Source: an optimization exercise on an open RTL-to-GDS flow (aim: small area). Production flows keep margins and buffers that such runs may drop. RTL that was checked went through simulation tests only; none was proved equivalent to the original. The RTL of run 3 was laid out without a check of its function. Power figures rest on the tool's default switching activity, not on a simulated workload.

--- flow/run.sh ---
#!/bin/bash
# synth_recipe.tcl (not shown) runs the flow's synth.tcl, then flattens the netlist and writes it again
# the make line also repeats each setting of config.mk as NAME=value (left out here)
make -C /OpenROAD-flow-scripts/flow DESIGN_CONFIG=/design/flow/config.mk WORK_HOME=/design/flow/orfs CLKGATE_MAP_FILE= SYNTH_SCRIPT=/design/flow/synth_recipe.tcl finish
--- flow/design.v ---
module gshare_predictor_sel4 (
    input  logic [3:0] d,
    input  logic [3:0] oh,
    output logic       y
);
    assign y = |(d & oh);
endmodule
module gshare_predictor_or4 (
    input  logic [3:0] a,
    output logic       y
);
    assign y = |a;
endmodule
module gshare_predictor_sel16 (
    input  logic [15:0] d,
    input  logic [15:0] oh,
    output logic        y
);
    logic [3:0] q;
    for (genvar k = 0; k < 4; k++) begin : g_q
        gshare_predictor_sel4 u_q (.d(d[4*k +: 4]), .oh(oh[4*k +: 4]), .y(q[k]));
    end
    gshare_predictor_or4 u_or (.a(q), .y(y));
endmodule
module gshare_predictor_pht_next (
    input  logic row_n,
    input  logic row_up_n,
    input  logic row_dn_n,
    input  logic col_n,
    input  logic taken,
    input  logic dir,
    input  logic str,
    output logic dir_nx,
    output logic str_nx
);
    assign dir_nx = ~((row_up_n | col_n | str) & ~(dir & (row_dn_n | col_n | str)));
    assign str_nx = (~row_n & ~col_n) ? (taken ~^ dir) : str;
endmodule
module gshare_predictor #(
    parameter int HISTORY_BITS = 8,
    parameter int BTB_ENTRIES  = 16
) (
    input  logic                    clk,
    input  logic                    rst,
    input  logic                    fetch_valid,
    input  logic                    fetch_fire,
    input  logic [31:0]             fetch_pc,
    output logic                    pred_valid,
    output logic                    pred_taken,
    output logic [31:0]             pred_target,
    output logic [HISTORY_BITS-1:0] pred_index,
    input  logic                    commit_valid,
    input  logic                    commit_pred_valid,
    input  logic [HISTORY_BITS-1:0] commit_index,
    input  logic                    commit_taken,
    input  logic [31:0]             commit_pc,
    input  logic [31:0]             commit_target,
    input  logic                    flush
);
    localparam int BI          = $clog2(BTB_ENTRIES);
    localparam int PHT_ENTRIES = 1 << HISTORY_BITS;
    localparam int TAG_W       = 32 - BI - 2;
    logic [PHT_ENTRIES-1:0]  pht_dir_r;
    logic [PHT_ENTRIES-1:0]  pht_str_r;
    logic [BTB_ENTRIES-1:0]  btb_valid_r;
    logic [TAG_W-1:0]        btb_tag_r    [0:BTB_ENTRIES-1];
    logic [31:0]             btb_target_r [0:BTB_ENTRIES-1];
    logic [HISTORY_BITS-1:0] spec_ghr_r;
    logic [HISTORY_BITS-1:0] arch_ghr_r;
    logic [HISTORY_BITS-1:0] idx_s;
    logic [BI-1:0]           fetch_set_s;
    logic [TAG_W-1:0]        fetch_tag_s;
    logic                    hit_s;
    logic [HISTORY_BITS-1:0] arch_next_s;
    logic [BI-1:0]           commit_set_s;
    logic [TAG_W-1:0]        commit_tag_s;
    logic                    unused_s;
    assign unused_s     = ^{fetch_pc[1:0], commit_pc[1:0]};
    assign commit_set_s = commit_pc[BI+1:2];
    assign commit_tag_s = commit_pc[31:BI+2];
    assign fetch_set_s = fetch_pc[BI+1:2];
    assign fetch_tag_s = fetch_pc[31:BI+2];
    assign idx_s       = fetch_pc[HISTORY_BITS+1:2] ^ spec_ghr_r;
    logic [BTB_ENTRIES-1:0] fset_oh_s;
    logic [TAG_W-1:0]       rd_tag_s;
    logic [31:0]            rd_target_s;
    logic                   rd_valid_s;
    always_comb begin
        for (int s = 0; s < BTB_ENTRIES; s++) fset_oh_s[s] = (fetch_set_s == s);
    end
    for (genvar b = 0; b < TAG_W; b++) begin : g_rd_tag
        logic [BTB_ENTRIES-1:0] col;
        always_comb begin
            for (int s = 0; s < BTB_ENTRIES; s++) col[s] = btb_tag_r[s][b];
        end
        gshare_predictor_sel16 u_sel (.d(col), .oh(fset_oh_s), .y(rd_tag_s[b]));
    end
    for (genvar b = 0; b < 32; b++) begin : g_rd_target
        logic [BTB_ENTRIES-1:0] col;
        always_comb begin
            for (int s = 0; s < BTB_ENTRIES; s++) col[s] = btb_target_r[s][b];
        end
        gshare_predictor_sel16 u_sel (.d(col), .oh(fset_oh_s), .y(rd_target_s[b]));
    end
    gshare_predictor_sel16 u_rd_valid (.d(btb_valid_r), .oh(fset_oh_s), .y(rd_valid_s));
    assign hit_s = rd_valid_s && (rd_tag_s == fetch_tag_s);
    logic [15:0] idx_lo_oh_s, idx_hi_oh_s, pht_grp_s;
    logic        rd_dir_s;
    always_comb begin
        for (int k = 0; k < 16; k++) begin
            idx_lo_oh_s[k] = (idx_s[3:0] == k);
            idx_hi_oh_s[k] = (idx_s[7:4] == k);
        end
    end
    for (genvar g = 0; g < 16; g++) begin : g_rd_pht
        gshare_predictor_sel16 u_sel (.d(pht_dir_r[16*g +: 16]), .oh(idx_lo_oh_s), .y(pht_grp_s[g]));
    end
    gshare_predictor_sel16 u_rd_pht (.d(pht_grp_s), .oh(idx_hi_oh_s), .y(rd_dir_s));
    assign pred_valid  = fetch_valid & hit_s;
    assign pred_taken  = fetch_valid & hit_s & rd_dir_s;
    assign pred_index  = fetch_valid ? idx_s : {HISTORY_BITS{1'b0}};
    assign pred_target = hit_s ? rd_target_s : 32'h0000_0000;
    assign arch_next_s = (commit_valid && commit_pred_valid) ?
                         {arch_ghr_r[HISTORY_BITS-2:0], commit_taken} : arch_ghr_r;
    always_ff @(posedge clk or posedge rst) begin
        if (rst) begin
            spec_ghr_r <= {HISTORY_BITS{1'b0}};
            arch_ghr_r <= {HISTORY_BITS{1'b0}};
        end else begin
            arch_ghr_r <= arch_next_s;
            if (flush) begin
                spec_ghr_r <= arch_next_s;
            end else if (fetch_fire && pred_valid) begin
                spec_ghr_r <= {spec_ghr_r[HISTORY_BITS-2:0], pred_taken};
            end
        end
    end
    logic [15:0]            row_n_s, row_up_n_s, row_dn_n_s, col_n_s;
    logic [PHT_ENTRIES-1:0] pht_dir_nx_s, pht_str_nx_s;
    always_comb begin
        for (int k = 0; k < 16; k++) begin
            row_n_s[k]    = ~(commit_valid & (commit_index[7:4] == k));
            row_up_n_s[k] = ~(commit_valid & commit_taken & (commit_index[7:4] == k));
            row_dn_n_s[k] = ~(commit_valid & ~commit_taken & (commit_index[7:4] == k));
            col_n_s[k]    = ~(commit_index[3:0] == k);
        end
    end
    for (genvar i = 0; i < PHT_ENTRIES; i++) begin : g_pht
        gshare_predictor_pht_next u_nx (
            .row_n   (row_n_s[i/16]),
            .row_up_n(row_up_n_s[i/16]),
            .row_dn_n(row_dn_n_s[i/16]),
            .col_n   (col_n_s[i%16]),
            .taken   (commit_taken),
            .dir     (pht_dir_r[i]),
            .str     (pht_str_r[i]),
            .dir_nx  (pht_dir_nx_s[i]),
            .str_nx  (pht_str_nx_s[i])
        );
    end
    always_ff @(posedge clk or posedge rst) begin
        if (rst) begin
            pht_dir_r <= {PHT_ENTRIES{1'b0}};
            pht_str_r <= {PHT_ENTRIES{1'b0}};
        end else begin
            pht_dir_r <= pht_dir_nx_s;
            pht_str_r <= pht_str_nx_s;
        end
    end
    always_ff @(posedge clk or posedge rst) begin
        if (rst) begin
            btb_valid_r <= {BTB_ENTRIES{1'b0}};
        end else if (commit_valid && commit_taken) begin
            btb_valid_r[commit_set_s] <= 1'b1;
        end
    end
    always_ff @(posedge clk) begin
        if (commit_valid && commit_taken) begin
            btb_tag_r[commit_set_s]    <= commit_tag_s;
            btb_target_r[commit_set_s] <= commit_target;
        end
    end
endmodule
--- flow/config.mk ---
export PLATFORM = sky130hd
export DESIGN_NAME = gshare_predictor
export DESIGN_NICKNAME = gshare_predictor
export VERILOG_FILES = /design/flow/design.v
export SDC_FILE = /design/flow/constraint.sdc
export NUM_CORES = 4
export LEC_CHECK = 0
export CAP_MARGIN = 20
export CORE_MARGIN = 2
export CORE_UTILIZATION = 70
export CTS_CLUSTER_DIAMETER = 100
export CTS_CLUSTER_SIZE = 28
export SETUP_SLACK_MARGIN = 0.3
export SLEW_MARGIN = 20
export SYNTH_HIERARCHICAL = 1
--- flow/constraint.sdc ---
create_clock -name core_clock -period 7.0 [get_ports {clk}]
set_input_delay 1.4000 -clock core_clock [delete_from_list [all_inputs] [get_ports {clk}]]
set_output_delay 1.4000 -clock core_clock [all_outputs]
set_load 0.01 [all_outputs]
==> results of run 1 <==
==> final timing paths <==
check	from	to	slack, ns	depth (start not counted)
worst max-delay path	fetch_pc[3]	pred_target[22]	0.37	22
min in group asynchronous	rst	pht_dir_r[119]$_DFF_PP0_	1.06	2
worst max register to register	spec_ghr_r[3]$_DFFE_PP0P_	spec_ghr_r[0]$_DFFE_PP0P_	3.08	14
max in group asynchronous	rst	pht_dir_r[209]$_DFF_PP0_	4.59	3
worst min-delay path	pht_str_r[237]$_DFF_PP0_	pht_dir_r[237]$_DFF_PP0_	0.45	1
worst min register to register	pht_str_r[237]$_DFF_PP0_	pht_dir_r[237]$_DFF_PP0_	0.45	1
==> logic make-up (layout without fill, tap and decap cells) <==
| kind of cell | count (synthesis) | after routing | share of synthesized area [%] |
|---|---|---|---|
| buffers and inverters | 28 | 498 | 0.228 |
| DFF | 1472 | 1472 | 70.0 |
| other | 0 | 9 | 0 |
| muxes | 8 | 8 | 0.152 |
| xor gates and xnor gates | 293 | 293 | 4.33 |
| AOI/OAI and AO/OA | 1672 | 1672 | 20.1 |
| and+or+nand+nor | 631 | 634 | 5.15 |
| adders and majority gates | 5 | 5 | 0.106 |
==> per-module statistics from Yosys (local to each module, per instance), a selection <==
module	flops+latches	cells
gshare_predictor_or4	0	1
gshare_predictor_sel4	0	3
gshare_predictor_pht_next	0	5
gshare_predictor	1472	1841
==> registers in the layout, summed over array words and instances (netlist names) <==
register / cells
spec_ghr_r: 8
btb_tag_r: 416
btb_target_r: 512
pht_str_r: 256
arch_ghr_r: 8
btb_valid_r: 16
pht_dir_r: 256
==> cells in the mapped netlist, types with 5 or more instances <==
master and number:
sky130_fd_sc_hd__xnor2_1 16, sky130_fd_sc_hd__a31oi_1 8, sky130_fd_sc_hd__or4_1 77, sky130_fd_sc_hd__xor2_1 277, sky130_fd_sc_hd__ha_1 5, sky130_fd_sc_hd__or3_1 10
sky130_fd_sc_hd__and2_1 38, sky130_fd_sc_hd__nand2_1 342, sky130_fd_sc_hd__mux2_2 8, sky130_fd_sc_hd__nand2b_1 15, sky130_fd_sc_hd__clkbuf_1 17, sky130_fd_sc_hd__edfxtp_1 928
sky130_fd_sc_hd__nand4_1 10, sky130_fd_sc_hd__dfrtp_1 544, sky130_fd_sc_hd__nor2_1 55, sky130_fd_sc_hd__nor2b_1 6, sky130_fd_sc_hd__inv_1 5, sky130_fd_sc_hd__and3_1 7
sky130_fd_sc_hd__o21ai_0 264, sky130_fd_sc_hd__nand3_1 23, sky130_fd_sc_hd__a31o_2 10, sky130_fd_sc_hd__and2_2 10, sky130_fd_sc_hd__o31ai_1 768, sky130_fd_sc_hd__nor3_1 14
sky130_fd_sc_hd__a22oi_1 608, sky130_fd_sc_hd__or2_2 12, sky130_fd_sc_hd__a2bb2oi_1 8
==> worst max-delay path, cell delays in order <==
cell,delay (ns)
sky130_fd_sc_hd__dlymetal6s2s_1,0.10
sky130_fd_sc_hd__buf_6,0.16
sky130_fd_sc_hd__buf_12,0.11
sky130_fd_sc_hd__nand2b_4,0.12
sky130_fd_sc_hd__buf_6,0.12
sky130_fd_sc_hd__nor3_4,0.05
sky130_fd_sc_hd__buf_4,0.16
sky130_fd_sc_hd__buf_4,0.18
sky130_fd_sc_hd__a22oi_1,0.24
sky130_fd_sc_hd__nand2_1,0.10
sky130_fd_sc_hd__or4_4,0.54
sky130_fd_sc_hd__xnor2_2,0.19
sky130_fd_sc_hd__nand4_1,0.24
sky130_fd_sc_hd__nor4_4,0.36
sky130_fd_sc_hd__and3_4,0.31
sky130_fd_sc_hd__buf_12,0.13
sky130_fd_sc_hd__buf_6,0.10
sky130_fd_sc_hd__buf_12,0.12
sky130_fd_sc_hd__buf_16,0.13
sky130_fd_sc_hd__buf_12,0.11
sky130_fd_sc_hd__and2_1,0.12
sky130_fd_sc_hd__buf_2,0.12
==> what timing repair did <==
action / in CTS / in global routing
setup buffers: 39 / 20
pin swaps: 17 / 21
endpoints found under the setup margin: 34 / 34
resized for setup: 143 / 72
cloned: 12 / 5
==> where the power goes <==
part,internal [mW],switching [mW]
logic,0.596,1.01
registers,9.52,0.191
clock network,1.55,2.54
==> final cells by class <==
cell class | instances | area (um2)
Tap cell | 1134 | 1420
Fill cell | 4708 | 16300
Multi-Input combinational cell | 2612 | 18500
Sequential cell | 1472 | 41500
Inverter | 5 | 22.5
Timing Repair Buffer | 408 | 4470
Clock buffer | 81 | 1540
Antenna cell | 9 | 22.5
Clock inverter | 4 | 55.1
==> metal layers <==
layer  up-vias  track usage [%]  wire (um)
li1      17634                -          -
met1     20485             52.0      61400
met2      2483             60.6      78800
met3       494             5.68      17800
met4         8             17.9       8520
met5         -                0         52
==> impl_summary.txt, run 1 <==
----------------------------------------------------
[Synth]
  Number of enable-type register cells in the synthesized netlist ... 928
  Synth warnings ... 7
  Gate count after technology mapping ... 4109
  Syn_nets ... 4226
  Synthesized cell area ... 59300 um2
  Number of different library cells in the post-synthesis netlist ... 41
  Register bit count reported by yosys ... 1472
  Cell accounting for the most synthesized area ... sky130_fd_sc_hd__edfxtp_1
  Cells taking the most area after synthesis ... sky130_fd_sc_hd__edfxtp_1 47%, sky130_fd_sc_hd__dfrtp_1 23%, sky130_fd_sc_hd__o31ai_1 9.7%
  Synthesized area per cell ... 14.4 um2
  Prevailing post-synth register cell ... sky130_fd_sc_hd__edfxtp_1
  Part of the Yosys area used for sequential elements ... 70.0%
  Proportion of synthesized flip-flops having asynchronous set or reset ... 37.0%
  Share of Yosys cell area claimed by the top area cell type ... 47.0%

[Clocking]
  CTS root buf ... sky130_fd_sc_hd__clkbuf_16
  CTS tree ... done
  Number of hold buffers added after CTS ... 0
  Clk Latency, worst-skew pair ... 0.70 ns
  Number of buffers created by CTS ... 58
  Clock-pin slew of the registers on the worst-case setup and hold paths ... 0.11 ns
  Clock sink count ... 1472
  Clock Path Buffers ... 3
  H-Tree Level Count ... 2

[Placement]
  Placement-stage cell area ... 64300 um2
  I/O Buffers ... 149
  Routability cong. ... 0.884
  Placed cells ... 5553
  Post-DP HPWL ... 92800 um
  Worst slack at placement ... -0.339 ns

[STA]
  Fin Clk Skew ... 0.0408 ns
  Hold Worst Slack ... 0.446 ns
  Slew at the pin closest to its max-slew limit ... 1.15 ns
  Post-route setup TNS ... 0 ns
  Final worst path period share ... 94.7%
  # setup viols final ... 0
  Max-slew violation count ... 0
  Rel. slew slack ... 23.4%
  Hold violation count in the final report ... 0
  Setup repair after global routing missed its margin ... false
  Final WS setup ... 0.369 ns
  Max frequency ... 151 MHz
  Final Critical Period ... 6.63 ns

[Job]
  Max-Cap Viols ... 0

[Routing]
  Per-cell routed wire length ... 29.1 um
  Final antenna-violating net count ... 0
  Via count ... 41.1k
  DRC violations left ... 0
  Ratio of routed vias to standard cells ... 7.18
  Drt total wl ... 167000 um
  First-pass DRT Iterations ... 6
  Starting DRC count in detailed routing ... 5316

[Power and ir drop]
  Leakage power summed over all cells ... 25.7 nW
  Peak ir drop on the vdd network ... 0.000328 V
  Pwr per Cell Area ... 228 nW/um2
  Design Power ... 15.4 mW

[GRT]
  Largest net degree at the start of global routing ... 170
  Gr ovfl total ... 0
  Number of global-route vias before repair ... 39.7k
  GRT Util Overall ... 37.8%
  Wire length of the first global-routing pass ... 245000 um
  Number of antenna violations at the first check in global routing ... 12

[Die]
  Height of the die ... 295 um
  Row cnt ... 106
  Floorplan die width ... 295 um
  Die footprint ... 87100 um2
  CORE AREA ... 83800 um2
  Number of top-level pins ... 154
  Initial core utilization ... 70.7%

[Worst setup path]
  CP Max Fanout ... 4
  Worst Setup End Kind ... primary output
  Type of the setup path with the least slack ... primary input to primary output
  Worst path required time ... 5.60 ns
  Kind of start point of the critical path ... primary input
  Crit path arrival time ... 5.23 ns

[Layout]
  Leading cell type in the layout, fill and taps excluded ... sky130_fd_sc_hd__edfxtp_1
  Final nets ... 4674
  Area growth from synthesis to layout ... 13.9%
  Share of post-route cells with drive strength above 1 ... 11.4%
  Final cell count without fillers ... 5725
  Post-route cell area ... 67500 um2
  Commonest cells after routing, fill and taps aside ... 928 x sky130_fd_sc_hd__edfxtp_1, 768 x sky130_fd_sc_hd__o31ai_1, 587 x sky130_fd_sc_hd__a22oi_1, 544 x sky130_fd_sc_hd__dfrtp_1, 330 x sky130_fd_sc_hd__nand2_1
  Final core area utilization ... 80.6%

[Hold path]
  Type of the most critical hold path ... flop to flop

[Status]
  Result of the run ... complete, no violations

----------------------------------------------------
==> run 2: changes to the inputs <==
==> flow/flow/run.sh (new file) <==
#!/bin/bash
set -euo pipefail
export BUFFER_PORTS_ARGS="-buffer_cell sky130_fd_sc_hd__buf_1"
bash standard.sh > standard.log 2>&1
==> flow/standard.sh (new file) <==
#!/bin/bash
# synth_recipe.tcl (not shown) runs the flow's synth.tcl, then flattens the netlist and writes it again
# the make line also repeats each setting of config.mk as NAME=value (left out here)
make -C /OpenROAD-flow-scripts/flow DESIGN_CONFIG=/design/flow/config.mk WORK_HOME=/design/flow/orfs CLKGATE_MAP_FILE= SYNTH_SCRIPT=/design/flow/synth_recipe.tcl "${@:-finish}"
removed: flow/run.sh
==> impl_summary.txt, run 2 <==
----------------------------------------------------
[STA]
  Hold Worst Slack ... 0.456 ns (+0.0102 ns)
  Hold violation count in the final report ... 0 (unchanged)
  Max-slew violation count ... 0 (unchanged)
  Final worst path period share ... 95.0% (+0.27 points)
  Fin Clk Skew ... 0.0302 ns (-0.0106 ns)
  Slew at the pin closest to its max-slew limit ... 1.28 ns (+0.136 ns)
  Rel. slew slack ... 14.5% (-9.0 points)
  Final Critical Period ... 6.65 ns (+0.0192 ns)
  Max frequency ... 150 MHz (-0.29%)
  Setup repair after global routing missed its margin ... false
  # setup viols final ... 0 (unchanged)

[Worst setup path]
  Worst Setup End Kind ... primary output
  Count of buffering cells on the critical path with inverters included ... 4 (-8)
  Cell with the largest stage delay on the worst path ... sky130_fd_sc_hd__nor2_2
  CP Max Fanout ... 13 (+9)
  Largest incremental delay on the critical path ... 1.01 ns (+0.47 ns)
  Worst path required time ... 5.60 ns (about the same)
  Kind of start point of the critical path ... primary input
  Crit path cell chain ... buf_1, buf_4, nand2b_2, nor2_2, a22oi_1, nand2_1, or4_1, xnor2_1, nand4_1, nor4_4, and3_4, buf_4, and2_1, buf_1
  Type of the setup path with the least slack ... primary input to primary output
  CP delay by family, top ... simple AND/OR/NAND/NOR gates
  Crit path arrival time ... 5.25 ns (+0.02 ns)

[Synth]
  Count leader, synth ... sky130_fd_sc_hd__edfxtp_1
  Synthesized cell area ... 59300 um2 (unchanged)
  Number of different library cells in the post-synthesis netlist ... 41 (unchanged)
  Gate count after technology mapping ... 4109 (unchanged)
  Cells taking the most area after synthesis ... sky130_fd_sc_hd__edfxtp_1 47%, sky130_fd_sc_hd__dfrtp_1 23%, sky130_fd_sc_hd__o31ai_1 9.7%
  Number of enable-type register cells in the synthesized netlist ... 928 (unchanged)
  Share of Yosys cell area claimed by the top area cell type ... 47.0% (unchanged)
  Part of the Yosys area used for sequential elements ... 70.0% (unchanged)
  Proportion of synthesized flip-flops having asynchronous set or reset ... 37.0% (unchanged)
  Commonest cells post-synth ... 928 x sky130_fd_sc_hd__edfxtp_1, 768 x sky130_fd_sc_hd__o31ai_1, 608 x sky130_fd_sc_hd__a22oi_1
  Prevailing post-synth register cell ... sky130_fd_sc_hd__edfxtp_1
  Synth warnings ... 7 (unchanged)
  Synthesized area per cell ... 14.4 um2 (unchanged)
  Syn_nets ... 4226 (unchanged)
  Cell accounting for the most synthesized area ... sky130_fd_sc_hd__edfxtp_1
  Register bit count reported by yosys ... 1472 (unchanged)

[Power and ir drop]
  Share of total power consumed by net switching ... 24.1% (-0.16 points)
  Leakage power summed over all cells ... 24.1 nW (-6.3%)
  Power share of the sequential group ... 63.9% (+0.9 points)
  Portion of total power attributed to the clock network ... 27.2% (+0.6 points)
  Pwr per Cell Area ... 236 nW/um2 (+3.2%)
  Part of the power in combinational logic ... 8.9% (-1.6 points)
  Int Power ... 11.5 mW (-1.3%)
  Reported net switching power ... 3.67 mW (-2.1%)
  Peak ir drop on the vdd network ... 0.000311 V (-5.2%)

[Layout]
  Commonest cells after routing, fill and taps aside ... 928 x sky130_fd_sc_hd__edfxtp_1, 768 x sky130_fd_sc_hd__o31ai_1, 608 x sky130_fd_sc_hd__a22oi_1, 544 x sky130_fd_sc_hd__dfrtp_1, 332 x sky130_fd_sc_hd__nand2_1
  Register containing the most flip-flops in the final layout ... btb_target_r
  Post-route cell area ... 64400 um2 (-4.6%)
  Registers with the most flip-flops ... btb_target_r (512), btb_tag_r (416)
  Share of post-route cells with drive strength above 1 ... 6.89% (-4.5 points)
  Final cell count without fillers ... 5597 (-2.2%)
  Area growth from synthesis to layout ... 8.68%
  Final nets ... 4535 (-3.0%)
  Leading cell type in the layout, fill and taps excluded ... sky130_fd_sc_hd__edfxtp_1
  Number of flip-flops under the largest register name ... 512 (unchanged)

[Clocking]
  Clk Latency, worst-skew pair ... 0.71 ns (about the same)
  CTS root buf ... sky130_fd_sc_hd__clkbuf_16
  Number of buffers created by CTS ... 58 (unchanged)
  H-Tree Level Count ... 2 (unchanged)
  Number of hold buffers added after CTS ... 0 (unchanged)
  Clock sink count ... 1472 (unchanged)
  Clock-pin slew of the registers on the worst-case setup and hold paths ... 0.12 ns (about the same)
  Clock Path Buffers ... 3 (unchanged)
  CTS tree ... done

[GRT]
  Gr ovfl total ... 0 (unchanged)
  Number of global-route vias before repair ... 37.6k (-5.4%)
  Largest net degree at the start of global routing ... 174 (+2.4%)
  Wire length of the first global-routing pass ... 231000 um (-5.5%)
  Number of antenna violations at the first check in global routing ... 16 (+4)
  GRT Util Overall ... 35.7% (-2.1 points)

[Hold path]
  Type of the most critical hold path ... flop to flop

[Routing]
  Per-cell routed wire length ... 28.1 um (-3.4%)
  Starting DRC count in detailed routing ... 5397 (+1.5%)
  DRC violations left ... 0 (unchanged)
  Via count ... 39.6k (-3.7%)
  Final antenna-violating net count ... 0 (unchanged)
  First-pass DRT Iterations ... 8 (+2)
  Drt total wl ... 157000 um (-5.6%)
  Ratio of routed vias to standard cells ... 7.07 (-1.5%)

[Job]
  Max-Cap Viols ... 0 (unchanged)

[Status]
  Result of the run ... complete, no violations

[Die]
  Row cnt ... 106 (unchanged)
  CORE AREA ... 83800 um2 (unchanged)
  Number of top-level pins ... 154 (unchanged)
  Die footprint ... 87100 um2 (unchanged)
  Floorplan die width ... 295 um (unchanged)
  Height of the die ... 295 um (unchanged)
  Initial core utilization ... 70.7% (unchanged)

[Placement]
  I/O Buffers ... 149 (unchanged)
  Placed cells ... 5485 (-1.2%)
  Post-DP HPWL ... 87900 um (-5.2%)
  Routability cong. ... 0.881 (-0.27%)
  Placement-stage cell area ... 62600 um2 (-2.7%)

----------------------------------------------------
## run 2: modules after synthesis (local to each module, per instance), a selection
module	flip-flops and latches	times used	area, um2	cells
gshare_predictor_or4	0	76	7.51	1
gshare_predictor	1472	1	43700	1841
gshare_predictor_sel4	0	304	18.8	3
gshare_predictor_pht_next	0	256	36.3	5
## run 2: power by group through the flow
stage	Clock, mW	Combinational, mW	Sequential [mW]
floorplan	0	0.728	9.84
global placement	0	1.27	9.87
detailed placement	0	1.31	9.88
CTS	4.17	1.31	9.69
global route	4.44	1.44	9.73
finish	4.13	1.35	9.70
## run 2: worst paths after layout
path,startpoint,end,slack [ns],cells after the start
min reg2reg,pht_str_r[83]$_DFF_PP0_,pht_dir_r[83]$_DFF_PP0_,0.46,1
max,fetch_pc[5],pred_target[23],0.35,14
min in group asynchronous,rst,pht_str_r[121]$_DFF_PP0_,0.88,2
max in group asynchronous,rst,pht_str_r[82]$_DFF_PP0_,4.72,3
max reg2reg,spec_ghr_r[0]$_DFFE_PP0P_,spec_ghr_r[0]$_DFFE_PP0P_,2.85,13
min,pht_str_r[83]$_DFF_PP0_,pht_dir_r[83]$_DFF_PP0_,0.46,1
## run 2: layout make-up
| class | instances | area (um2) |
|---|---|---|
| Antenna cell | 7 | 17.5 |
| Clock buffer | 93 | 1590 |
| Clock inverter | 5 | 83.8 |
| Fill cell | 5152 | 19400 |
| Inverter | 5 | 22.5 |
| Multi-Input combinational cell | 2611 | 18100 |
| Sequential cell | 1472 | 41500 |
| Tap cell | 1134 | 1420 |
| Timing Repair Buffer | 270 | 1730 |
## run 2: worst reg2reg max path: stages (launching register included)
cell	delay, ns
sky130_fd_sc_hd__dfrtp_1	0.44
sky130_fd_sc_hd__xor2_1	0.35
sky130_fd_sc_hd__nand2b_1	0.33
sky130_fd_sc_hd__nor2_2	0.32
sky130_fd_sc_hd__buf_4	0.28
sky130_fd_sc_hd__a22oi_1	0.18
sky130_fd_sc_hd__nand2_1	0.09
sky130_fd_sc_hd__or4_1	0.58
sky130_fd_sc_hd__a22oi_1	0.21
sky130_fd_sc_hd__nand2_1	0.06
sky130_fd_sc_hd__or4_1	0.69
sky130_fd_sc_hd__and4_1	0.26
sky130_fd_sc_hd__a31oi_1	0.17
sky130_fd_sc_hd__a2bb2oi_1	0.08
## run 2: what timing repair did
action,4_1_cts,5_1_grt
setup endpoints to repair,0,34
gates resized for setup,0,10
buffers inserted,0,5
## run 2: metrics by stage
step	TNS, ns	utilization [%]	total power, mW	worst slack [ns]
5_1_grt	0	76.9	15.6	0.277
3_5_place_dp	0	74.7	11.2	0.377
6_report	0	76.9	15.2	0.350
4_1_cts	0	76.7	15.2	0.323
3_3_place_gp	0	74.7	11.1	0.415
2_1_floorplan	-979.16	-	10.6	-1.80
## run 2: routing by layer
layer,GRT usage [%],up-vias,wire (um)
met4,14.1,18,6470
met3,5.61,380,15900
met5,0,-,125
li1,-,17346,-
met2,57.1,2168,74500
met1,50.3,19661,60300
## run 2: cells by family after synthesis
| kind of cell | share of synthesized area [%] |
|---|---|
| DFF | 70.0 |
| adders and majority gates | 0.106 |
| xor gates and xnor gates | 4.33 |
| muxes | 0.152 |
| and+or+nand+nor | 5.15 |
| AOI/OAI and AO/OA | 20.1 |
| buffers and inverters | 0.228 |
==> run 3: changes to the inputs <==
--- a/flow/design.v
+++ b/flow/design.v
@@ -1,26 +1,48 @@
-module gshare_predictor_sel4 (
-    input  logic [3:0] d,
-    input  logic [3:0] oh,
+module gshare_predictor_sel3n (
+    input  logic [2:0] d,
+    input  logic [2:0] oh,
+    output logic       y_n
+);
+    assign y_n = ~|(d & oh);
+endmodule
+module gshare_predictor_sel1n (
+    input  logic d,
+    input  logic oh,
+    output logic y_n
+);
+    assign y_n = ~(d & oh);
+endmodule
+module gshare_predictor_nand3 (
+    input  logic [2:0] a,
     output logic       y
 );
-    assign y = |(d & oh);
-endmodule
-module gshare_predictor_or4 (
-    input  logic [3:0] a,
-    output logic       y
-);
-    assign y = |a;
+    assign y = ~&a;
 endmodule
 module gshare_predictor_sel16 (
     input  logic [15:0] d,
     input  logic [15:0] oh,
-    output logic        y
-);
-    logic [3:0] q;
-    for (genvar k = 0; k < 4; k++) begin : g_q
-        gshare_predictor_sel4 u_q (.d(d[4*k +: 4]), .oh(oh[4*k +: 4]), .y(q[k]));
-    end
-    gshare_predictor_or4 u_or (.a(q), .y(y));
+    output logic [1:0]  y
+);
+    logic [5:0] t_n;
+    for (genvar k = 0; k < 5; k++) begin : g_t
+        gshare_predictor_sel3n u_t (.d(d[3*k +: 3]), .oh(oh[3*k +: 3]), .y_n(t_n[k]));
+    end
+    gshare_predictor_sel1n u_t5 (.d(d[15]), .oh(oh[15]), .y_n(t_n[5]));
+    gshare_predictor_nand3 u_y0 (.a(t_n[2:0]), .y(y[0]));
+    gshare_predictor_nand3 u_y1 (.a(t_n[5:3]), .y(y[1]));
+endmodule
+module gshare_predictor_or2 (
+    input  logic [1:0] a,
+    output logic       y
+);
+    assign y = |a;
+endmodule
+module gshare_predictor_or2and (
+    input  logic [1:0] a,
+    input  logic       b,
+    output logic       y
+);
+    assign y = (a[0] | a[1]) & b;
 endmodule
 module gshare_predictor_pht_next (
     input  logic row_n,
@@ -83,7 +105,7 @@
     assign idx_s       = fetch_pc[HISTORY_BITS+1:2] ^ spec_ghr_r;
     logic [BTB_ENTRIES-1:0] fset_oh_s;
     logic [TAG_W-1:0]       rd_tag_s;
-    logic [31:0]            rd_target_s;
+    logic [1:0]             rd_target_part_s [0:31];
     logic                   rd_valid_s;
     always_comb begin
         for (int s = 0; s < BTB_ENTRIES; s++) fset_oh_s[s] = (fetch_set_s == s);
@@ -93,16 +115,21 @@
         always_comb begin
             for (int s = 0; s < BTB_ENTRIES; s++) col[s] = btb_tag_r[s][b];
         end
-        gshare_predictor_sel16 u_sel (.d(col), .oh(fset_oh_s), .y(rd_tag_s[b]));
+        logic [1:0] part;
+        gshare_predictor_sel16 u_sel (.d(col), .oh(fset_oh_s), .y(part));
+        gshare_predictor_or2   u_or  (.a(part), .y(rd_tag_s[b]));
     end
     for (genvar b = 0; b < 32; b++) begin : g_rd_target
         logic [BTB_ENTRIES-1:0] col;
         always_comb begin
             for (int s = 0; s < BTB_ENTRIES; s++) col[s] = btb_target_r[s][b];
         end
-        gshare_predictor_sel16 u_sel (.d(col), .oh(fset_oh_s), .y(rd_target_s[b]));
-    end
-    gshare_predictor_sel16 u_rd_valid (.d(btb_valid_r), .oh(fset_oh_s), .y(rd_valid_s));
+        gshare_predictor_sel16 u_sel (.d(col), .oh(fset_oh_s), .y(rd_target_part_s[b]));
+        gshare_predictor_or2and u_out (.a(rd_target_part_s[b]), .b(hit_s), .y(pred_target[b]));
+    end
+    logic [1:0] rd_valid_part_s;
+    gshare_predictor_sel16 u_rd_valid (.d(btb_valid_r), .oh(fset_oh_s), .y(rd_valid_part_s));
+    gshare_predictor_or2   u_rd_valid_or (.a(rd_valid_part_s), .y(rd_valid_s));
     assign hit_s = rd_valid_s && (rd_tag_s == fetch_tag_s);
     logic [15:0] idx_lo_oh_s, idx_hi_oh_s, pht_grp_s;
     logic        rd_dir_s;
@@ -113,13 +140,16 @@
         end
     end
     for (genvar g = 0; g < 16; g++) begin : g_rd_pht
-        gshare_predictor_sel16 u_sel (.d(pht_dir_r[16*g +: 16]), .oh(idx_lo_oh_s), .y(pht_grp_s[g]));
-    end
-    gshare_predictor_sel16 u_rd_pht (.d(pht_grp_s), .oh(idx_hi_oh_s), .y(rd_dir_s));
+        logic [1:0] part;
+        gshare_predictor_sel16 u_sel (.d(pht_dir_r[16*g +: 16]), .oh(idx_lo_oh_s), .y(part));
+        gshare_predictor_or2   u_or  (.a(part), .y(pht_grp_s[g]));
+    end
+    logic [1:0] rd_dir_part_s;
+    gshare_predictor_sel16 u_rd_pht (.d(pht_grp_s), .oh(idx_hi_oh_s), .y(rd_dir_part_s));
+    gshare_predictor_or2   u_rd_pht_or (.a(rd_dir_part_s), .y(rd_dir_s));
     assign pred_valid  = fetch_valid & hit_s;
     assign pred_taken  = fetch_valid & hit_s & rd_dir_s;
     assign pred_index  = fetch_valid ? idx_s : {HISTORY_BITS{1'b0}};
-    assign pred_target = hit_s ? rd_target_s : 32'h0000_0000;
     assign arch_next_s = (commit_valid && commit_pred_valid) ?
                          {arch_ghr_r[HISTORY_BITS-2:0], commit_taken} : arch_ghr_r;
     always_ff @(posedge clk or posedge rst) begin
==> impl_summary.txt, run 3 <==
----------------------------------------------------
[Status]
  Result of the run ... complete, no violations

[Power and ir drop]
  Pwr per Cell Area ... 239 nW/um2 (+1.5%)
  Leakage power summed over all cells ... 22.7 nW (-5.8%)
  Design Power ... 15.1 mW (-0.50%)
  Peak ir drop on the vdd network ... 0.000318 V (+2.3%)

[Routing]
  DRC violations left ... 0 (unchanged)
  Starting DRC count in detailed routing ... 6747 (+25%)
  First-pass DRT Iterations ... 14 (+6)
  Ratio of routed vias to standard cells ... 7.71 (+9.0%)
  Final antenna-violating net count ... 0 (unchanged)
  Per-cell routed wire length ... 31.6 um (+12%)
  Drt total wl ... 164000 um (+4.0%)
  Via count ... 39.9k (+0.82%)

[Worst setup path]
  Cell type with the highest occurrence count on the critical path ... sky130_fd_sc_hd__buf_4
  Type of the setup path with the least slack ... primary input to primary output
  Number of cells on the worst reg-to-reg path ... 12 (-1)
  CP Max Fanout ... 28 (+15)
  Worst Setup End Kind ... primary output
  Number of cells on the critical path ... 17 (+3)
  Crit path cell chain ... buf_1, buf_4, nand2b_4, nor3_4, buf_12, buf_4, a222oi_1, nand3_1, or2_1, xnor2_1, nand3_1, nor3_2, buf_4, and2_2, buf_12, o21a_1, buf_1
  Worst path required time ... 5.60 ns (about the same)
  CP delay by family, top ... buffers and inverters
  Count of buffering cells on the critical path with inverters included ... 7 (+3)
  Largest incremental delay on the critical path ... 0.32 ns (-0.69 ns)
  R2r startpoint ... spec_ghr_r[1]$_DFFE_PP0P_
  Cell with the largest stage delay on the worst path ... sky130_fd_sc_hd__buf_1
  Launch point of the critical path ... fetch_pc[3]
  Kind of start point of the critical path ... primary input
  Crit path arrival time ... 5.21 ns (-0.04 ns)

[Clocking]
  Clock Path Buffers ... 3 (unchanged)
  Clock-pin slew of the registers on the worst-case setup and hold paths ... 0.11 ns (about the same)
  Clk Latency, worst-skew pair ... 0.70 ns (about the same)
  Clock sink count ... 1472 (unchanged)
  CTS root buf ... sky130_fd_sc_hd__clkbuf_16
  Number of buffers created by CTS ... 58 (unchanged)
  Number of hold buffers added after CTS ... 0 (unchanged)
  H-Tree Level Count ... 2 (unchanged)
  CTS tree ... done

[STA]
  # setup viols final ... 0 (unchanged)
  Fin Clk Skew ... 0.0137 ns (-0.0165 ns)
  Final worst path period share ... 94.4% (-0.62 points)
  Post-route setup TNS ... 0 ns (unchanged)
  Hold violation count in the final report ... 0 (unchanged)
  Setup repair after global routing missed its margin ... false
  Hold Worst Slack ... 0.479 ns (+0.0231 ns)
  Max frequency ... 151 MHz (+0.65%)
  Final Critical Period ... 6.61 ns (-0.0431 ns)
  Rel. slew slack ... 19.3% (+4.9 points)
  Slew at the pin closest to its max-slew limit ... 1.21 ns (-0.0718 ns)
  Max-slew violation count ... 0 (unchanged)
  Final WS setup ... 0.393 ns (+0.0431 ns)

[Synth]
  Register bit count reported by yosys ... 1472 (unchanged)
  Number of enable-type register cells in the synthesized netlist ... 928 (unchanged)
  Cells taking the most area after synthesis ... sky130_fd_sc_hd__edfxtp_1 48%, sky130_fd_sc_hd__dfrtp_1 23%, sky130_fd_sc_hd__o31ai_1 9.9%
  Count leader, synth ... sky130_fd_sc_hd__edfxtp_1
  Synthesized area per cell ... 15.4 um2 (+6.7%)
  Synthesized cell area ... 58100 um2 (-2.0%)
  Syn_nets ... 3891 (-7.9%)
  Synth warnings ... 8 (+1)
  Number of different library cells in the post-synthesis netlist ... 41 (unchanged)
  Proportion of synthesized flip-flops having asynchronous set or reset ... 37.0% (unchanged)
  Cell accounting for the most synthesized area ... sky130_fd_sc_hd__edfxtp_1
  Commonest cells post-synth ... 928 x sky130_fd_sc_hd__edfxtp_1, 768 x sky130_fd_sc_hd__o31ai_1, 544 x sky130_fd_sc_hd__dfrtp_1
  Part of the Yosys area used for sequential elements ... 71.4% (+1.5 points)
  Prevailing post-synth register cell ... sky130_fd_sc_hd__edfxtp_1
  Share of Yosys cell area claimed by the top area cell type ... 48.0% (+0.97 points)
  Gate count after technology mapping ... 3774 (-8.2%)

[Hold path]
  Type of the most critical hold path ... flop to flop
  Source of the worst hold timing path ... pht_str_r[183]$_DFF_PP0_
  Worst hold path depth ... 1 (unchanged)

[Layout]
  Leading cell type in the layout, fill and taps excluded ... sky130_fd_sc_hd__edfxtp_1
  Area growth from synthesis to layout ... 8.77% (about the same)
  Final nets ... 4206 (-7.3%)
  Number of flip-flops under the largest register name ... 512 (unchanged)
  Share of post-route cells with drive strength above 1 ... 7.15% (+0.26 points)
  Register containing the most flip-flops in the final layout ... btb_target_r
  Commonest cells after routing, fill and taps aside ... 928 x sky130_fd_sc_hd__edfxtp_1, 768 x sky130_fd_sc_hd__o31ai_1, 544 x sky130_fd_sc_hd__dfrtp_1, 380 x sky130_fd_sc_hd__a222oi_1, 266 x sky130_fd_sc_hd__xor2_1
  Final cell count without fillers ... 5176 (-7.5%)
  Registers with the most flip-flops ... btb_target_r (512), btb_tag_r (416)
  Fillcell total ... 4851 (-5.8%)

[Placement]
  Placed cells ... 5083 (-7.3%)
  Worst slack at placement ... 0.145 ns (-0.232 ns)
  Routability cong. ... 0.895 (+1.5%)
  Post-DP HPWL ... 89800 um (+2.2%)
  I/O Buffers ... 149 (unchanged)

[GRT]
  Largest net degree at the start of global routing ... 202 (+16%)
  Number of global-route vias before repair ... 39.5k (+5.2%)
  GRT Util Overall ... 38.1% (+2.3 points)
  Gr ovfl total ... 0 (unchanged)
  Number of antenna violations at the first check in global routing ... 14 (-2)
  Wire length of the first global-routing pass ... 243000 um (+5.2%)

[Job]
  Max-Cap Viols ... 0 (unchanged)

[Die]
  Die footprint ... 85300 um2 (-2.0%)
  Initial core utilization ... 70.7% (about the same)
  Number of top-level pins ... 154 (unchanged)
  Height of the die ... 292 um (-1.0%)
  Row cnt ... 105 (-0.94%)
  CORE AREA ... 82100 um2 (-2.0%)
  Floorplan die width ... 292 um (-1.0%)

----------------------------------------------------
## run 3: what timing repair did
action,in CTS,in global routing
gates cloned,3,0
pin swaps,5,3
setup endpoints to repair,33,33
hold endpoints to repair,0,0
gates resized for setup,4,10
setup buffers,5,5
## run 3: modules after synthesis, one instance, submodules excluded, excerpt
module	cell area, um2	times used
gshare_predictor_sel1n	3.75	76
gshare_predictor_or2	6.26	44
gshare_predictor_or2and	7.51	32
gshare_predictor_pht_next	36.3	256
gshare_predictor_nand3	5.00	152
gshare_predictor	43400	1
gshare_predictor_sel3n	10.0	380
## run 3: area by class of cell
type,instances,area (um2),share of cell area (%)
repair buffers,275,1790,2.83
well taps,1070,1340,2.12
diodes,9,22.5,0.0356
multi-input cells,2275,16900,26.8
clock inverters,3,76.3,0.121
clock buffers,65,1500,2.37
flip-flops and latches,1472,41500,65.6
inverters,7,30.0,0.0475
## run 3: worst paths after layout
kind / to / slack, ns
max: pred_target[10] / 0.39
min: pht_dir_r[183]$_DFF_PP0_ / 0.48
max reg2reg: spec_ghr_r[0]$_DFFE_PP0P_ / 3.38
min reg2reg: pht_dir_r[183]$_DFF_PP0_ / 0.48
max in group asynchronous: pht_dir_r[0]$_DFF_PP0_ / 4.59
min in group asynchronous: pht_dir_r[198]$_DFF_PP0_ / 0.83
## run 3: worst register-to-register path, cell delays in order, from the launching register on
cell and delay, ns:
sky130_fd_sc_hd__dfrtp_1 0.43, sky130_fd_sc_hd__xor2_1 0.35, sky130_fd_sc_hd__or2_2 0.30, sky130_fd_sc_hd__nor2_2 0.21, sky130_fd_sc_hd__buf_4 0.27, sky130_fd_sc_hd__a222oi_1 0.39
sky130_fd_sc_hd__nand3_1 0.10, sky130_fd_sc_hd__or2_1 0.35, sky130_fd_sc_hd__a222oi_1 0.40, sky130_fd_sc_hd__nand3_1 0.11, sky130_fd_sc_hd__or2_1 0.35, sky130_fd_sc_hd__nand4_1 0.12
sky130_fd_sc_hd__a31oi_1 0.09
## run 3: metal layers
| layer | part of all wire (%) | global-route usage, % | wire [um] | up-vias |
|---|---|---|---|---|
| li1 | - | - | - | 16681 |
| met1 | 35 | 51.5 | 57000 | 19951 |
| met2 | 47 | 60.0 | 77100 | 2752 |
| met3 | 13 | 8.08 | 21100 | 499 |
| met4 | 5.1 | 18.4 | 8340 | 16 |
| met5 | 0.056 | 0 | 92 | - |
## run 3: kinds of logic after synthesis
| group | count (synthesis) | share of synthesized area [%] |
|---|---|---|
| buf+inv | 30 | 0.207 |
| fa+ha+maj | 5 | 0.108 |
| flops | 1472 | 71.4 |
| simple gates | 498 | 4.24 |
| mux | 7 | 0.136 |
| xor+xnor | 293 | 4.42 |
| compound gates | 1469 | 19.5 |
## run 3: stage by stage
stage / instance area [um2] / utilization (%)
CTS: 63000 / 76.7
detailed placement: 61300 / 74.7
finish: 63200 / 77.0
global route: 63200 / 76.9
global placement: 61300 / 74.7
floorplan: 58200 / -
## run 3: power by group
group | internal (mW) | switching, mW
Sequential | 9.51 | 0.184
Combinational | 0.389 | 0.949
Clock | 1.54 | 2.53
Total | 11.4 | 3.66
==> run 4: changes to the inputs <==
--- a/flow/design.v
+++ b/flow/design.v
@@ -44,19 +44,30 @@
 );
     assign y = (a[0] | a[1]) & b;
 endmodule
+module gshare_predictor_hold (
+    input  logic we,
+    input  logic we_n,
+    input  logic d,
+    input  logic q,
+    output logic y
+);
+    assign y = (we & d) | (we_n & q);
+endmodule
 module gshare_predictor_pht_next (
     input  logic row_n,
     input  logic row_up_n,
     input  logic row_dn_n,
+    input  logic row_str_n,
     input  logic col_n,
-    input  logic taken,
     input  logic dir,
     input  logic str,
     output logic dir_nx,
     output logic str_nx
 );
+    logic hold_n;
     assign dir_nx = ~((row_up_n | col_n | str) & ~(dir & (row_dn_n | col_n | str)));
-    assign str_nx = (~row_n & ~col_n) ? (taken ~^ dir) : str;
+    assign hold_n = ~((row_n | col_n) & str);
+    assign str_nx = ~(hold_n & (row_str_n | col_n));
 endmodule
 module gshare_predictor #(
     parameter int HISTORY_BITS = 8,
@@ -165,27 +176,45 @@
             end
         end
     end
-    logic [15:0]            row_n_s, row_up_n_s, row_dn_n_s, col_n_s;
+    logic [15:0]            row_n_s, row_up_n_s, row_dn_n_s, row_str_n_s, col_n_s;
+    logic [15:0]            cidx_lo_oh_s, cidx_hi_oh_s, cpht_grp_s;
+    logic                   cdir_s, new_str_s;
     logic [PHT_ENTRIES-1:0] pht_dir_nx_s, pht_str_nx_s;
     always_comb begin
         for (int k = 0; k < 16; k++) begin
-            row_n_s[k]    = ~(commit_valid & (commit_index[7:4] == k));
-            row_up_n_s[k] = ~(commit_valid & commit_taken & (commit_index[7:4] == k));
-            row_dn_n_s[k] = ~(commit_valid & ~commit_taken & (commit_index[7:4] == k));
-            col_n_s[k]    = ~(commit_index[3:0] == k);
+            cidx_lo_oh_s[k] = (commit_index[3:0] == k);
+            cidx_hi_oh_s[k] = (commit_index[7:4] == k);
+        end
+    end
+    for (genvar g = 0; g < 16; g++) begin : g_crd_pht
+        logic [1:0] part;
+        gshare_predictor_sel16 u_sel (.d(pht_dir_r[16*g +: 16]), .oh(cidx_lo_oh_s), .y(part));
+        gshare_predictor_or2   u_or  (.a(part), .y(cpht_grp_s[g]));
+    end
+    logic [1:0] cdir_part_s;
+    gshare_predictor_sel16 u_crd_pht (.d(cpht_grp_s), .oh(cidx_hi_oh_s), .y(cdir_part_s));
+    gshare_predictor_or2   u_crd_pht_or (.a(cdir_part_s), .y(cdir_s));
+    assign new_str_s = (commit_taken == cdir_s);
+    always_comb begin
+        for (int k = 0; k < 16; k++) begin
+            row_n_s[k]     = ~(commit_valid & cidx_hi_oh_s[k]);
+            row_up_n_s[k]  = ~(commit_valid & commit_taken & cidx_hi_oh_s[k]);
+            row_dn_n_s[k]  = ~(commit_valid & ~commit_taken & cidx_hi_oh_s[k]);
+            row_str_n_s[k] = ~(commit_valid & new_str_s & cidx_hi_oh_s[k]);
+            col_n_s[k]     = ~cidx_lo_oh_s[k];
         end
     end
     for (genvar i = 0; i < PHT_ENTRIES; i++) begin : g_pht
         gshare_predictor_pht_next u_nx (
-            .row_n   (row_n_s[i/16]),
-            .row_up_n(row_up_n_s[i/16]),
-            .row_dn_n(row_dn_n_s[i/16]),
-            .col_n   (col_n_s[i%16]),
-            .taken   (commit_taken),
-            .dir     (pht_dir_r[i]),
-            .str     (pht_str_r[i]),
-            .dir_nx  (pht_dir_nx_s[i]),
-            .str_nx  (pht_str_nx_s[i])
+            .row_n    (row_n_s[i/16]),
+            .row_up_n (row_up_n_s[i/16]),
+            .row_dn_n (row_dn_n_s[i/16]),
+            .row_str_n(row_str_n_s[i/16]),
+            .col_n    (col_n_s[i%16]),
+            .dir      (pht_dir_r[i]),
+            .str      (pht_str_r[i]),
+            .dir_nx   (pht_dir_nx_s[i]),
+            .str_nx   (pht_str_nx_s[i])
         );
     end
     always_ff @(posedge clk or posedge rst) begin
@@ -204,10 +233,29 @@
             btb_valid_r[commit_set_s] <= 1'b1;
         end
     end
+    logic [BTB_ENTRIES-1:0] btb_we_s, btb_we_n_s;
+    logic [TAG_W-1:0]       btb_tag_nx_s    [0:BTB_ENTRIES-1];
+    logic [31:0]            btb_target_nx_s [0:BTB_ENTRIES-1];
+    always_comb begin
+        for (int s = 0; s < BTB_ENTRIES; s++) begin
+            btb_we_s[s]   = commit_valid & commit_taken & (commit_set_s == s);
+            btb_we_n_s[s] = ~btb_we_s[s];
+        end
+    end
+    for (genvar s = 0; s < BTB_ENTRIES; s++) begin : g_btb
+        for (genvar b = 0; b < TAG_W; b++) begin : g_tag
+            gshare_predictor_hold u_h (.we(btb_we_s[s]), .we_n(btb_we_n_s[s]), .d(commit_tag_s[b]),
+                                       .q(btb_tag_r[s][b]), .y(btb_tag_nx_s[s][b]));
+        end
+        for (genvar b = 0; b < 32; b++) begin : g_tgt
+            gshare_predictor_hold u_h (.we(btb_we_s[s]), .we_n(btb_we_n_s[s]), .d(commit_target[b]),
+                                       .q(btb_target_r[s][b]), .y(btb_target_nx_s[s][b]));
+        end
+    end
     always_ff @(posedge clk) begin
-        if (commit_valid && commit_taken) begin
-            btb_tag_r[commit_set_s]    <= commit_tag_s;
-            btb_target_r[commit_set_s] <= commit_target;
-        end
-    end
-endmodule
+        for (int s = 0; s < BTB_ENTRIES; s++) begin
+            btb_tag_r[s]    <= btb_tag_nx_s[s];
+            btb_target_r[s] <= btb_target_nx_s[s];
+        end
+    end
+endmodule
--- a/flow/config.mk
+++ b/flow/config.mk
@@ -7,9 +7,10 @@
 export LEC_CHECK = 0
 export CAP_MARGIN = 20
 export CORE_MARGIN = 2
-export CORE_UTILIZATION = 70
+export CORE_UTILIZATION = 55
 export CTS_CLUSTER_DIAMETER = 100
 export CTS_CLUSTER_SIZE = 28
+export PLACE_DENSITY = 0.8
 export SETUP_SLACK_MARGIN = 0.3
 export SLEW_MARGIN = 20
 export SYNTH_HIERARCHICAL = 1
==> impl_summary.txt, run 4 <==
----------------------------------------------------
[STA]
  Max-slew violation count ... 0 (unchanged)
  Hold violation count in the final report ... 0 (unchanged)
  Final WS setup ... 0.421 ns (+0.0283 ns)
  Post-route setup TNS ... 0 ns (unchanged)
  Max frequency ... 152 MHz (+0.43%)
  Slew at the pin closest to its max-slew limit ... 1.29 ns (+0.0757 ns)
  # setup viols final ... 0 (unchanged)
  Hold Worst Slack ... 0.450 ns (-0.0298 ns)
  Setup repair after global routing missed its margin ... false
  Rel. slew slack ... 13.8% (-5.6 points)
  Fin Clk Skew ... 0.0592 ns (+0.0455 ns)
  Final Critical Period ... 6.58 ns (-0.0283 ns)
  Final worst path period share ... 94.0% (-0.40 points)

[Layout]
  Commonest cells after routing, fill and taps aside ... 928 x sky130_fd_sc_hd__a22o_1, 928 x sky130_fd_sc_hd__dfxtp_1, 544 x sky130_fd_sc_hd__dfrtp_1, 512 x sky130_fd_sc_hd__o31ai_1, 512 x sky130_fd_sc_hd__o21ai_0
  Register containing the most flip-flops in the final layout ... btb_target_r
  Share of post-route cells with drive strength above 1 ... 5.96% (-1.2 points)
  Final nets ... 5108 (+21%)
  Fillcell total ... 7971 (+64%)
  Final core area utilization ... 60.9% (-16 points)
  Number of flip-flops under the largest register name ... 512 (unchanged)
  Area growth from synthesis to layout ... 9.77%
  Registers with the most flip-flops ... btb_target_r (512), btb_tag_r (416)

[Clocking]
  CTS root buf ... sky130_fd_sc_hd__clkbuf_16
  Clock-pin slew of the registers on the worst-case setup and hold paths ... 0.11 ns (about the same)
  H-Tree Level Count ... 2 (unchanged)
  Number of buffers created by CTS ... 59 (+1.7%)
  CTS tree ... done
  Clk Latency, worst-skew pair ... 0.74 ns (+0.04 ns)
  Clock sink count ... 1472 (unchanged)
  Clock Path Buffers ... 3 (unchanged)
  Number of hold buffers added after CTS ... 0 (unchanged)

[Worst setup path]
  Reg2reg setup slack ... 2.96 ns (-0.42 ns)
  Destination of the worst register-to-register timing path ... spec_ghr_r[0]$_DFFE_PP0P_
  CP delay by family, top ... simple AND/OR/NAND/NOR gates
  Number of cells on the worst reg-to-reg path ... 12 (unchanged)
  Largest incremental delay on the critical path ... 1.00 ns (+0.68 ns)
  Count of buffering cells on the critical path with inverters included ... 3 (-4)
  Crit path cell chain ... buf_1, xor2_1, nand2b_1, nor2_1, buf_4, a222oi_1, nand3_1, or2_1, a222oi_1, nand3_1, or2_1, and2_1, buf_1
  Kind of start point of the critical path ... primary input
  Type of the setup path with the least slack ... primary input to primary output
  R2r startpoint ... spec_ghr_r[1]$_DFFE_PP0P_
  Cell with the largest stage delay on the worst path ... sky130_fd_sc_hd__nor2_1
  Crit path arrival time ... 5.18 ns (-0.03 ns)
  Worst Setup End Kind ... primary output
  CP Max Fanout ... 9 (-68%)
  Worst path required time ... 5.60 ns (about the same)

[GRT]
  Gr ovfl total ... 0 (unchanged)
  Number of antenna violations at the first check in global routing ... 18 (+4)
  Wire length of the first global-routing pass ... 289000 um (+19%)
  GRT Util Overall ... 36.3% (-1.8 points)
  Largest net degree at the start of global routing ... 182 (-9.9%)
  Number of global-route vias before repair ... 46.9k (+19%)

[Die]
  Row cnt ... 116 (+10%)
  Initial core utilization ... 55.5% (-15 points)
  Height of the die ... 322 um (+10%)
  CORE AREA ... 100000 um2 (+22%)
  Die footprint ... 104000 um2 (+21%)
  Floorplan die width ... 322 um (+10%)
  Number of top-level pins ... 154 (unchanged)

[Power and ir drop]
  Peak ir drop on the vdd network ... 0.000236 V (-26%)
  Pwr per Cell Area ... 277 nW/um2 (+16%)
  Leakage power summed over all cells ... 25.1 nW (+11%)
  Design Power ... 16.9 mW (+12%)

[Synth]
  Number of enable-type register cells in the synthesized netlist ... 0 (-100%)
  Synthesized cell area ... 55500 um2 (-4.4%)
  Cell accounting for the most synthesized area ... sky130_fd_sc_hd__dfxtp_1
  Synth warnings ... 14 (+6)
  Synthesized area per cell ... 11.9 um2 (-23%)
  Syn_nets ... 4793 (+23%)
  Gate count after technology mapping ... 4676 (+24%)
  Register bit count reported by yosys ... 1472 (unchanged)
  Number of different library cells in the post-synthesis netlist ... 42 (+2.4%)
  Prevailing post-synth register cell ... sky130_fd_sc_hd__dfxtp_1
  Share of Yosys cell area claimed by the top area cell type ... 33.5% (-15 points)
  Part of the Yosys area used for sequential elements ... 58.0% (-13 points)
  Proportion of synthesized flip-flops having asynchronous set or reset ... 37.0% (unchanged)
  Cells taking the most area after synthesis ... sky130_fd_sc_hd__dfxtp_1 33%, sky130_fd_sc_hd__dfrtp_1 25%, sky130_fd_sc_hd__a22o_1 15%
  Commonest cells post-synth ... 928 x sky130_fd_sc_hd__a22o_1, 928 x sky130_fd_sc_hd__dfxtp_1, 544 x sky130_fd_sc_hd__dfrtp_1

[Routing]
  Drt total wl ... 194000 um (+19%)
  First-pass DRT Iterations ... 11 (-3)
  DRC violations left ... 0 (unchanged)
  Starting DRC count in detailed routing ... 9333 (+38%)
  Final antenna-violating net count ... 0 (unchanged)
  Via count ... 48.8k (+22%)
  Ratio of routed vias to standard cells ... 7.73 (+0.22%)
  Per-cell routed wire length ... 30.7 um (-2.9%)

[Placement]
  Worst slack at placement ... 0.385 ns (+0.240 ns)
  Routability cong. ... 0.973 (+8.7%)
  Post-DP HPWL ... 105000 um (+17%)
  I/O Buffers ... 149 (unchanged)

[Status]
  Result of the run ... complete, no violations

[Hold path]
  Source of the worst hold timing path ... pht_str_r[136]$_DFF_PP0_
  Type of the most critical hold path ... flop to flop
  Worst hold path depth ... 1 (unchanged)
  WHS Endpoint ... pht_dir_r[136]$_DFF_PP0_

[Job]
  Max-Cap Viols ... 0 (unchanged)

----------------------------------------------------
run 4: cell count changes after synthesis, moves of 255 or more:
| cell | change |
|---|---|
| sky130_fd_sc_hd__a22o_1 | +928 |
| sky130_fd_sc_hd__dfxtp_1 | +928 |
| sky130_fd_sc_hd__edfxtp_1 | -928 |
| sky130_fd_sc_hd__o31ai_1 | -256 |
| sky130_fd_sc_hd__xor2_1 | -256 |
| sky130_fd_sc_hd__o21ai_0 | +255 |
run 4: worst register-to-register path, stage by stage (launching register included):
cell	delay, ns
sky130_fd_sc_hd__dfrtp_1	0.43
sky130_fd_sc_hd__xor2_1	0.54
sky130_fd_sc_hd__nand2b_1	0.25
sky130_fd_sc_hd__nor2_1	1.00
sky130_fd_sc_hd__buf_4	0.43
sky130_fd_sc_hd__a222oi_1	0.14
sky130_fd_sc_hd__nand3_1	0.11
sky130_fd_sc_hd__or2_1	0.18
sky130_fd_sc_hd__a222oi_1	0.13
sky130_fd_sc_hd__nand3_1	0.10
sky130_fd_sc_hd__or2_1	0.33
sky130_fd_sc_hd__nand4_1	0.14
sky130_fd_sc_hd__a31oi_1	0.19
run 4: layer usage:
metal / part of all wire (%) / vias up / global-route usage (%)
li1: - / 20416 / -
met1: 36 / 23808 / 47.0
met2: 43 / 3659 / 54.9
met3: 14 / 931 / 10.2
met4: 6.5 / 26 / 20.1
met5: 0.075 / - / 0
run 4: timing repair:
item,in CTS,in global routing
gates resized for setup,0,5
setup buffers,0,1
setup endpoints to repair,0,26
endpoints found under the hold margin,0,0
run 4: modules after synthesis (local to each module, per instance), a selection:
module | copies in the design | cells inside
gshare_predictor_sel3n | 465 | 1
gshare_predictor_or2 | 61 | 1
gshare_predictor_hold | 928 | 1
gshare_predictor_sel1n | 93 | 1
gshare_predictor_pht_next | 256 | 4
gshare_predictor_or2and | 32 | 1
gshare_predictor_nand3 | 186 | 1
gshare_predictor | 1 | 1887
run 4: logic make-up after synthesis:
kind of cell,after synthesis,synth area share (%)
AO/OA/AOI/OAI,2482,35.4
flip-flops,1472,58.0
AND/OR/NAND/NOR,595,5.19
buffers and inverters,76,0.527
XOR/XNOR,38,0.626
multiplexers,8,0.162
adder cells (fa/ha/maj),5,0.113
run 4: through the flow:
stage | instance area, um2 | instances
6_report | 61000 | 6322
4_1_cts | 60900 | 6311
5_1_grt | 61000 | 6319
3_3_place_gp | 59200 | 6225
3_5_place_dp | 59200 | 6225
2_1_floorplan | 55700 | 4676
run 4: cell type report:
type	instances	area [um2]	area share (%)
Antenna cell	8	20.0	0.0328
Sequential cell	1472	32200	52.8
Inverter	52	219	0.359
Multi-Input combinational cell	3128	23400	38.4
Clock inverter	4	106	0.174
Tap cell	1298	1620	2.66
Timing Repair Buffer	278	1810	2.97
Clock buffer	82	1560	2.56
run 4: how the worst max path moves through the flow:
| stage | slack, ns | end | startpoint | cells after the start |
|---|---|---|---|---|
| 2_1_floorplan | -1.80 | arch_ghr_r[0]$_DFF_PP0_ | rst | 1 |
| 4_1_cts | 0.39 | pred_target[29] | fetch_pc[4] | 14 |
| 3_5_place_dp | 0.39 | pred_target[29] | fetch_pc[4] | 14 |
| 3_3_place_gp | 0.41 | pred_taken | fetch_pc[5] | 15 |
| 5_1_grt | 0.41 | pred_taken | fetch_pc[2] | 16 |
| 6_report | 0.42 | pred_taken | fetch_pc[3] | 13 |
run 4: power breakdown:
part | internal, mW | total, mW | switching [mW]
registers | 9.66 | 10.4 | 0.733
logic | 1.03 | 2.23 | 1.19
clock network | 1.59 | 4.26 | 2.67
==> run 5: changes to the inputs <==
--- a/flow/config.mk
+++ b/flow/config.mk
@@ -10,7 +10,6 @@
 export CORE_UTILIZATION = 55
 export CTS_CLUSTER_DIAMETER = 100
 export CTS_CLUSTER_SIZE = 28
-export PLACE_DENSITY = 0.8
 export SETUP_SLACK_MARGIN = 0.3
 export SLEW_MARGIN = 20
 export SYNTH_HIERARCHICAL = 1
==> impl_summary.txt, run 5 <==
----------------------------------------------------
[Status]
  Result of the run ... complete, no violations

[Placement]
  I/O Buffers ... 149 (unchanged)
  Post-DP HPWL ... 112000 um (+6.6%)

[STA]
  # setup viols final ... 0 (unchanged)
  Rel. slew slack ... 13.9% (+0.18 points)
  Max-slew violation count ... 0 (unchanged)
  Final Critical Period ... 6.56 ns (-0.0231 ns)
  Final worst path period share ... 93.6% (-0.33 points)
  Max frequency ... 153 MHz (+0.35%)
  Slew at the pin closest to its max-slew limit ... 1.29 ns (+0.00381 ns)
  Hold violation count in the final report ... 0 (unchanged)

[Worst setup path]
  Reg2reg setup slack ... 3.16 ns (+0.20 ns)
  Kind of start point of the critical path ... primary input
  Worst path required time ... 5.60 ns (about the same)
  Launch point of the critical path ... fetch_pc[4]
  Worst Setup End Kind ... primary output
  Crit path cell chain ... clkbuf_2, buf_4, nand2_1, nor2_4, buf_12, a222oi_1, nand3_1, or2_1, xnor2_1, nand4_1, nor4_4, buf_4, and2_2, buf_12, o21a_1, buf_1
  Critical Path Sink ... pred_target[21]
  Destination of the worst register-to-register timing path ... spec_ghr_r[0]$_DFFE_PP0P_
  Number of cells on the critical path ... 16 (+3)

[Layout]
  Number of flip-flops under the largest register name ... 512 (unchanged)
  Register containing the most flip-flops in the final layout ... btb_target_r
  Final core area utilization ... 61.0% (+0.12 points)

[Synth]
  Syn_nets ... 4793 (unchanged)
  Register bit count reported by yosys ... 1472 (unchanged)
  Commonest cells post-synth ... 928 x sky130_fd_sc_hd__a22o_1, 928 x sky130_fd_sc_hd__dfxtp_1, 544 x sky130_fd_sc_hd__dfrtp_1
  Synthesized cell area ... 55500 um2 (unchanged)
  Part of the Yosys area used for sequential elements ... 58.0% (unchanged)
  Number of different library cells in the post-synthesis netlist ... 42 (unchanged)
  Synthesized area per cell ... 11.9 um2 (unchanged)
  Cell accounting for the most synthesized area ... sky130_fd_sc_hd__dfxtp_1
  Number of enable-type register cells in the synthesized netlist ... 0 (unchanged)

[Routing]
  Ratio of routed vias to standard cells ... 7.43 (-3.8%)
  Starting DRC count in detailed routing ... 7452 (-20%)
  Per-cell routed wire length ... 31.8 um (+3.7%)
  Via count ... 47.0k (-3.8%)

[Die]
  Die footprint ... 104000 um2 (unchanged)
  Height of the die ... 322 um (unchanged)
  Number of top-level pins ... 154 (unchanged)
  Floorplan die width ... 322 um (unchanged)

[Clocking]
  Clock-pin slew of the registers on the worst-case setup and hold paths ... 0.11 ns (about the same)
  H-Tree Level Count ... 2 (unchanged)
  CTS root buf ... sky130_fd_sc_hd__clkbuf_16

[GRT]
  Wire length of the first global-routing pass ... 295000 um (+2.0%)
  Gr ovfl total ... 0 (unchanged)
  Number of antenna violations at the first check in global routing ... 8 (-10)
  Number of global-route vias before repair ... 44.4k (-5.2%)

[Power and ir drop]
  Pwr per Cell Area ... 277 nW/um2 (about the same)
  Leakage power summed over all cells ... 25.2 nW (+0.40%)

----------------------------------------------------
==> run 5: final cells by class <==
| type | count | area share [%] |
|---|---|---|
| multi-input cells | 3128 | 38.5 |
| flip-flops and latches | 1472 | 52.7 |
| clock buffers | 74 | 2.54 |
| repair buffers | 289 | 3.10 |
| well taps | 1298 | 2.66 |
| clock inverters | 5 | 0.135 |
| diodes | 7 | 0.0287 |
| inverters | 52 | 0.360 |
==> run 5: stage by stage <==
step | cell area, um2 | std cells | hold WS, ns | setup WS, ns
finish | 61100 | 6325 | 0.460 | 0.445
floorplan | 55700 | 4676 | 0.427 | -1.80
global placement | 59300 | 6230 | 0.447 | 0.339
detailed placement | 59300 | 6233 | 0.452 | 0.316
global route | 61100 | 6321 | 0.468 | 0.353
CTS | 61000 | 6312 | 0.449 | 0.304
==> run 5: worst min path at each step <==
stage | endpoint | startpoint | cells past startpoint
6_report | pht_dir_r[72]$_DFF_PP0_ | pht_str_r[72]$_DFF_PP0_ | 1
2_1_floorplan | btb_valid_r[6]$_DFFE_PP0P_ | btb_valid_r[6]$_DFFE_PP0P_ | 1
3_3_place_gp | btb_valid_r[6]$_DFFE_PP0P_ | btb_valid_r[6]$_DFFE_PP0P_ | 1
4_1_cts | pht_dir_r[201]$_DFF_PP0_ | pht_str_r[201]$_DFF_PP0_ | 1
5_1_grt | pht_dir_r[201]$_DFF_PP0_ | pht_str_r[201]$_DFF_PP0_ | 1
3_5_place_dp | btb_target_r[3][9]$_DFF_P_ | btb_target_r[3][9]$_DFF_P_ | 1
==> run 5: logic make-up after synthesis <==
family / count (synthesis) / share of synthesized area (%)
compound gates: 2482 / 35.4
flops: 1472 / 58.0
simple gates: 595 / 5.19
buf+inv: 76 / 0.527
xor+xnor: 38 / 0.626
mux: 8 / 0.162
fa+ha+maj: 5 / 0.113
==> run 5: per-module statistics from Yosys (local to each module, per instance), excerpt <==
module | copies in the design | cell area [um2] | cells inside
gshare_predictor | 1 | 34400 | 1887
gshare_predictor_pht_next | 256 | 25.0 | 4
gshare_predictor_sel3n | 465 | 10.0 | 1
gshare_predictor_hold | 928 | 8.76 | 1
gshare_predictor_or2and | 32 | 7.51 | 1
gshare_predictor_or2 | 61 | 6.26 | 1
gshare_predictor_nand3 | 186 | 5.00 | 1
gshare_predictor_sel1n | 93 | 3.75 | 1
==> run 5: worst register-to-register path, cell delays in order (launching register included) <==
cell,delay [ns]
sky130_fd_sc_hd__dfrtp_1,0.43
sky130_fd_sc_hd__xor2_1,0.42
sky130_fd_sc_hd__nand2b_1,0.32
sky130_fd_sc_hd__nor2_2,0.89
sky130_fd_sc_hd__buf_4,0.40
sky130_fd_sc_hd__a222oi_1,0.13
sky130_fd_sc_hd__nand3_1,0.13
sky130_fd_sc_hd__or2_1,0.22
sky130_fd_sc_hd__a222oi_1,0.13
sky130_fd_sc_hd__nand3_1,0.12
sky130_fd_sc_hd__or2_1,0.26
sky130_fd_sc_hd__nand4_1,0.12
sky130_fd_sc_hd__a31oi_1,0.20
==> run 5: metal layers <==
metal | track usage [%] | vias to the layer above | routed length [um]
met3 | 9.38 | 536 | 23000
met1 | 51.8 | 23222 | 80300
li1 | - | 20437 | -
met5 | 0.331 | - | 73
met2 | 57.6 | 2796 | 89000
met4 | 15.4 | 8 | 8990
==> run 5: report_power, final <==
group	total [mW]	leakage [nW]	switching (mW)	internal (mW)
sequential	10.4	15.2	0.704	9.66
clock	4.32	0.795	2.69	1.62
combinational	2.23	9.27	1.20	1.03
total	16.9	25.2	4.60	12.3
==> run 5: what timing repair did <==
action                                 in CTS  in global routing
setup endpoints to repair                   0                 32
setup buffers                               0                  4
gates resized for setup                     0                 11
endpoints found under the hold margin       0                  0

[static timing again, ports no longer ideal]
The results above use ideal ports. As a check the final layouts listed here were re-extracted and re-timed, cells and wires unchanged.
Step 1 assumes that a clkbuf_16 drives the clock port and a buf_2 every other input.
Step 2 also shifts input and output timing later by t, the mid clock arrival at the registers, as if the neighbouring blocks saw the same clock.
Slacks: no drivers / after step 1 / after step 2; pairs: no drivers / after step 1.
run | shift t [ns] | slack for setup (ns)
run 1 | 0.755 | 0.369 / 0.344 / 0.344
run 2 | 0.763 | 0.350 / 0.275 / 0.275
run 3 | 0.761 | 0.393 / 0.258 / 0.258
run 4 | 0.776 | 0.421 / 0.261 / 0.261
run 5 | 0.803 | 0.445 / 0.424 / 0.382
After both steps setup and hold are still met in every run listed.
